What follows belongs to an exercise in optimizing a design on an open flow for small area and a short achievable clock period; a production flow would make more cautious choices. Function was checked by simulation only, so behaviour that the tests miss may differ from the original. No activity file was given, so power comes from the tool's default toggle rates.

// mips_id_ex
module mips_id_ex #(
	parameter int P_RF_DEPTH = 32
) (
	input  logic                i_clk,
	input  logic                i_reset,
	input  logic                i_instr_valid,
	input  mips_pkg::word_t     i_instr,
	input  mips_pkg::word_t     i_next_pc,
	input  logic                i_wb_en,
	input  mips_pkg::reg_addr_t i_wb_addr,
	input  mips_pkg::word_t     i_wb_data,
	output logic                o_ex_valid,
	output logic                o_branch,
	output logic                o_memread,
	output logic                o_memwrite,
	output logic                o_memtoreg,
	output logic                o_regwrite,
	output mips_pkg::word_t     o_branch_target,
	output logic                o_zero,
	output mips_pkg::word_t     o_alu_result,
	output mips_pkg::word_t     o_store_data,
	output mips_pkg::reg_addr_t o_dest_addr
);
	logic [31:1][31:0] regs;
	logic [31:1]       wsel;
	logic [31:0]       wdata;
	logic              wr_ok;
	assign wr_ok = i_wb_en && (i_wb_addr != 5'd0);
	assign wdata = i_reset ? 32'd0 : i_wb_data;
	always_comb
	begin
		for (int i = 1; i < 32; i++)
			wsel[i] = i_reset | (i_wb_en & (i_wb_addr == 5'(i)));
	end
	always_ff @(posedge i_clk)
	begin
		for (int i = 1; i < 32; i++)
			if (wsel[i])
				regs[i] <= wdata;
	end
	logic [5:0]  opcode;
	logic [5:0]  funct;
	logic [4:0]  addr_rs;
	logic [4:0]  addr_rt;
  ...
Settings: LEC_CHECK=0, CAP_MARGIN=10, CORE_MARGIN=2, CORE_UTILIZATION=40, PLACE_DENSITY=0.55, SETUP_SLACK_MARGIN=2.55, SLEW_MARGIN=10, TNS_END_PERCENT=20; clock period 5.5 ns.
standard.sh (not shown) runs the stock make flow with config.mk's settings and CLKGATE_MAP_FILE= SYNTH_SCRIPT=/design/flow/synth_recipe.tcl, a recipe that flattens the netlist after the stock synthesis.
==> flow/flow/run.sh <==
#!/bin/bash
# Standard layout with three changes: a plain buffer cell on the ports in place of the tool's
# default pick, no full/half-adder cell extraction in synthesis (plain gates for abc), and a
# clock tree of smaller buffers without dummy loads.
set -euo pipefail
export BUFFER_PORTS_ARGS="-buffer_cell sky130_fd_sc_hd__buf_1"
export CTS_ARGS="-sink_clustering_enable -repair_clock_nets -dont_use_dummy_load -root_buf sky130_fd_sc_hd__clkbuf_16 -buf_list sky130_fd_sc_hd__clkbuf_8 -sink_clustering_size 20"
bash standard.sh ADDER_MAP_FILE= finish > standard_flow.log 2>&1
The first run ran to the end with no violations.
Edit:
--- a/flow/flow/run.sh
+++ b/flow/flow/run.sh
@@ -4,5 +4,5 @@
 # clock tree of smaller buffers without dummy loads.
 set -euo pipefail
-export BUFFER_PORTS_ARGS="-buffer_cell sky130_fd_sc_hd__buf_1"
+export BUFFER_PORTS_ARGS="-buffer_cell sky130_fd_sc_hd__buf_2"
 export CTS_ARGS="-sink_clustering_enable -repair_clock_nets -dont_use_dummy_load -root_buf sky130_fd_sc_hd__clkbuf_16 -buf_list sky130_fd_sc_hd__clkbuf_8 -sink_clustering_size 20"
 bash standard.sh ADDER_MAP_FILE= finish > standard_flow.log 2>&1
Settings changed: CAP_MARGIN 10 to 20, CORE_UTILIZATION 40 to 45, PLACE_DENSITY 0.55 to 0.65, SLEW_MARGIN 10 to 20.
Cell count goes down by 2.2%.
Clock power grows by about 1%.
Setup slack degrades by 61 ps.
Sequential share of layout area barely changes.
Non-clock buffer count rises by 17.
Edit:
Settings changed: CORE_UTILIZATION 45 to 40, PLACE_DENSITY 0.65 to 0.55.
What happened:
- wire length came out higher slightly
- fmax grows slightly
- global-route usage came out lower by 3.8 points
- non-clock buffer count fell by 57
- die area goes up by roughly a tenth
- sequential share of layout area rises by 0.44 points
- area after synthesis stays the same
- final cell count rose slightly
- power hardly moves
Edit:
Settings changed: SETUP_SLACK_MARGIN 2.55 to 2.8, TNS_END_PERCENT 20 to unset.
=> Clock power is higher by about 0.7%; wire length is higher by 5.9%; power is higher by 2.5%; die area does not change; core utilization is higher by 3.1 points; hold slack loses 26 ps; sequential share of layout area is lower by 3.2 points; combinational power is higher by 12%; cell count is higher by 3.4%; fmax is higher by 1.5%; global-route usage is higher by 2.0 points.

afterwards: timing with drivers on the ports:
In the flow no input, the clock included, has a driving cell. The finished layouts below were timed again as built, in two steps.
Step 1: set_driving_cell puts a clkbuf_16 on i_clk and a buf_2 on each other input, an assumption about the parent block.
Step 2 also shifts input and output timing later by t, the mid clock arrival at the registers, as if the neighbouring blocks saw the same clock.
Three values: ideal, step 1, step 2; two values: the first two.
| run | shift t [ns] | setup WS [ns] | hold slack, ns | worst slew at a driven data input, ns | pins driven straight from the clock port |
|---|---|---|---|---|---|
| the first run | 0.844 | 2.267 / 2.308 / 1.464 | 0.314 / 0.314 / 0.314 | 0.11 | 1 |
| the second run | 0.847 | 2.206 / 2.240 / 1.393 | 0.297 / 0.297 / 0.297 | 0.19 | 1 |
| the third run | 0.861 | 2.248 / 2.274 / 1.413 | 0.301 / 0.301 / 0.301 | 0.12 | 1 |
| the fourth run | 0.855 | 2.294 / 2.261 / 1.407 | 0.275 / 0.275 / 0.275 | 0.18 | 1 |
After both steps every run listed still meets setup and hold. For the fourth run, which loses most, drivers alone change the setup slack by -0.033 ns; drivers and shift together by -0.887 ns.
